What follows belongs to an exercise in optimizing a design on an open flow for small area; a production flow would make more cautious choices. The RTL was checked by simulation tests, not by an equivalence proof against the original design.

run A:
Design ffe_lms_adapt, start of the top module:
module ffe_lms_adapt
#(
    parameter int IN_BW      = 11,
    parameter int OUT_BW     = 9,
    parameter int COEF_BW    = 9,
    parameter int N_COEF     = 7,
    parameter int ACC_EXT    = 8,
    parameter int MU_TRAIN   = ffe_pkg::MU_TRAIN_DEF,
    parameter int MU_TRACK   = ffe_pkg::MU_TRACK_DEF,
    parameter int TRAIN_LEN  = 1024,
    parameter int CENTER_TAP = 3
) (
    input  logic                       i_clk,
    input  logic                       i_rst,
    input  logic                       i_en,
    input  logic [IN_BW-1:0]           i_data,
    input  logic [OUT_BW-1:0]          i_ffe_out,
    input  logic                       i_adapt_en,
    input  logic                       i_restart,
    output logic [COEF_BW*N_COEF-1:0]  o_coefs,
    output logic [OUT_BW:0]            o_error,
    output logic [1:0]                 o_state,
    output logic                       o_trained
);
For scale: roughly 2,700 cells after synthesis, roughly 240 flip-flops, ~100 I/O pins, roughly 25,000 sq um of cells after synthesis.
clock: 12.0 ns
lec_check: 0
abc_area: 1
cap_margin: 20
core_margin: 2
core_utilization: 40
slew_margin: 20
run.sh (not shown) runs the stock make flow with config.mk's settings and CLKGATE_MAP_FILE= SYNTH_SCRIPT=/design/flow/synth_recipe.tcl, a recipe that flattens the netlist after the stock synthesis.
Run A completed every stage of the flow, and the final layout passed the timing, design-rule and antenna checks.
Input-level comparison between run B and run A:
--- a/flow/design.v
+++ b/flow/design.v
@@ -23,13 +23,15 @@
     input  logic [3:0]               i_neg,
     input  logic                     i_train,
     input  logic signed [10:0]       i_x,
     output logic        [8:0]        o_coef
 );
     localparam logic [16:0] ACC_INIT  = INIT_ONE ? 17'(128 << 8) : 17'd0;
+    localparam logic [8:0]  COEF_INIT = ACC_INIT[16:8];
     logic [16:0] acc_q, acc_nxt;
+    logic [8:0]  coef_q;
     logic [17:0] sum;
     wire  [10:0] x = i_x;
     wire [3:0] one = i_one, two = i_two, neg = i_neg;
     wire p0 = (one[0] & x[0]) ^ neg[0];
     wire p1 = ((one[0] & x[1]) | (two[0] & x[0])) ^ neg[0];
     wire p2 = ((one[0] & x[2]) | (two[0] & x[1])) ^ neg[0];
@@ -266,20 +268,23 @@
         if (sum[17] != sum[16]) begin
             acc_nxt = {sum[17], {16{~sum[17]}}};
         end
     end
     always_ff @(posedge i_clk or posedge i_rst) begin
         if (i_rst) begin
-            acc_q <= ACC_INIT;
+            acc_q  <= ACC_INIT;
+            coef_q <= COEF_INIT;
         end else if (i_restart) begin
-            acc_q <= ACC_INIT;
+            acc_q  <= ACC_INIT;
+            coef_q <= COEF_INIT;
         end else begin
-            acc_q <= acc_nxt;
+            acc_q  <= acc_nxt;
+            coef_q <= acc_q[16:8];
         end
     end
-    assign o_coef = acc_q[16:8];
+    assign o_coef = coef_q;
 endmodule
 module ffe_lms_adapt
 #(
     parameter int IN_BW      = 11,
     parameter int OUT_BW     = 9,
     parameter int COEF_BW    = 9,
@@ -302,39 +307,31 @@
     output logic [1:0]                 o_state,
     output logic                       o_trained
 );
     ffe_pkg::lms_state_t state_q, state_d;
     logic [9:0]   train_cnt_q;
     logic         trained_q;
-    logic [10:0]  x0_q;
-    logic         en_q;
     logic [10:0]  dly_q [1:7];
-    logic         v1_q, g_q;
-    logic         train_mode_q, mode2_q;
-    logic [7:0]   err_q, err_d, err2_q;
+    logic         v1_q;
+    logic         train_mode_q;
+    logic [7:0]   err_q, err_d;
     logic [8:0]   err_neg;
     logic         capture, cnt_done;
     always_ff @(posedge i_clk or posedge i_rst) begin
         if (i_rst) begin
-            x0_q <= '0;
-            en_q <= 1'b0;
             for (int unsigned k = 1; k < 8; k++) begin
                 dly_q[k] <= '0;
             end
-        end else begin
-            x0_q <= i_data;
-            en_q <= i_en;
-            if (en_q) begin
-                dly_q[1] <= x0_q;
-                for (int unsigned k = 2; k < 8; k++) begin
-                    dly_q[k] <= dly_q[k-1];
-                end
+        end else if (i_en) begin
+            dly_q[1] <= i_data;
+            for (int unsigned k = 2; k < 8; k++) begin
+                dly_q[k] <= dly_q[k-1];
             end
         end
     end
-    assign err_d   = {~i_ffe_out[7], i_ffe_out[6:0]};
+    assign err_d = {~i_ffe_out[7], i_ffe_out[6:0]};
     assign err_neg = 9'd0 - {err_q[7], err_q};
     assign capture  = i_en && i_adapt_en && !i_restart && ((state_q == ffe_pkg::ST_TRAIN) || (state_q == ffe_pkg::ST_TRACK));
     assign cnt_done = v1_q && !trained_q && (train_cnt_q == 10'h3ff);
     always_comb begin
         state_d = state_q;
         case (state_q)
@@ -382,31 +379,25 @@
             end
         end
     end
     always_ff @(posedge i_clk or posedge i_rst) begin
         if (i_rst) begin
             v1_q         <= 1'b0;
-            g_q          <= 1'b0;
             train_mode_q <= 1'b0;
-            mode2_q      <= 1'b0;
             err_q        <= '0;
-            err2_q       <= '0;
         end else begin
-            v1_q    <= capture;
-            g_q     <= v1_q && !i_restart;
-            mode2_q <= train_mode_q;
-            err2_q  <= err_q;
+            v1_q <= capture;
             if (capture) begin
                 err_q        <= err_d;
                 train_mode_q <= (state_q == ffe_pkg::ST_TRAIN);
             end
         end
     end
     logic [8:0] mb;
     logic [3:0] b_one, b_two, b_neg;
-    assign mb = g_q ? {~err2_q, 1'b1} : 9'd0;
+    assign mb = v1_q ? {~err_q, 1'b1} : 9'd0;
     for (genvar j = 0; j < 4; j++) begin : g_booth
         assign b_neg[j] = mb[2*j+2];
         assign b_one[j] = mb[2*j+1] ^ mb[2*j];
         assign b_two[j] = (mb[2*j+2] & ~mb[2*j+1] & ~mb[2*j]) | (~mb[2*j+2] & mb[2*j+1] & mb[2*j]);
     end
     for (genvar k = 0; k < N_COEF; k++) begin : g_tap
@@ -416,13 +407,13 @@
             .i_clk     (i_clk),
             .i_rst     (i_rst),
             .i_restart (i_restart),
             .i_one     (b_one),
             .i_two     (b_two),
             .i_neg     (b_neg),
-            .i_train   (mode2_q),
+            .i_train   (train_mode_q),
             .i_x       (dly_q[k+1]),
             .o_coef    (o_coefs[COEF_BW*k +: COEF_BW])
         );
     end
     assign o_error   = {err_neg[8], err_neg};
     assign o_state   = state_q;
[summary]
Changes observed in run B relative to run A: worst clock skew on the final layout went up by 0.0041 ns, cell count increased by 217 relative to the old numbers, area of the die moved up, core utilization of the finished layout higher.
Changes observed in run B relative to run A: wire length went up 5.9%, level count of the clock H-tree went up 1.
Delta (run B minus run A): weighted congestion reported at the end of routability-driven placement climbed 2.2%, clock-buffer cell count climbed 34%.
Run B: highest net fanout along the worst path is 8 higher than what run A reported.
Looking only at synthesized cell count, and setting everything else aside, the lower value of run B and run A goes to run A.
Run B ended up with sky130_fd_sc_hd__inv_1 as its leading cell type in the layout, fill and taps excluded; run A ended up with sky130_fd_sc_hd__xor2_1.

static timing again, ports no longer ideal:
Ports are ideal in the flow. The routed layouts listed here were re-timed in OpenROAD.
Step 1 (the two cells are an assumption about what drives the block):
set clk [get_ports {i_clk}]
set_driving_cell -lib_cell sky130_fd_sc_hd__clkbuf_16 $clk
set_driving_cell -lib_cell sky130_fd_sc_hd__buf_2 [delete_from_list [all_inputs] $clk]
Step 2 adds t to the input delays and takes it off the output delays; t is the mean of the earliest and latest rising clock arrival at the registers after step 1. Input paths then give back, and output paths get back, about the clock's delay inside the block.
a / b / c = ideal ports / drivers / drivers and shift; a / b = the first two.
| run | shift t [ns] | setup WS [ns] | clock arrival spread, ns | worst register clock-pin slew, ns | cell pins on the clock port's net |
|---|---|---|---|---|---|
| run A | 0.633 | 0.347 / 0.347 / 0.347 | 0.017 / 0.017 | 0.07 / 0.07 | 1 |
| run B | 0.605 | 0.356 / 0.356 / 0.356 | 0.021 / 0.021 | 0.06 / 0.06 | 1 |
After both steps setup and hold are still met in every run listed.
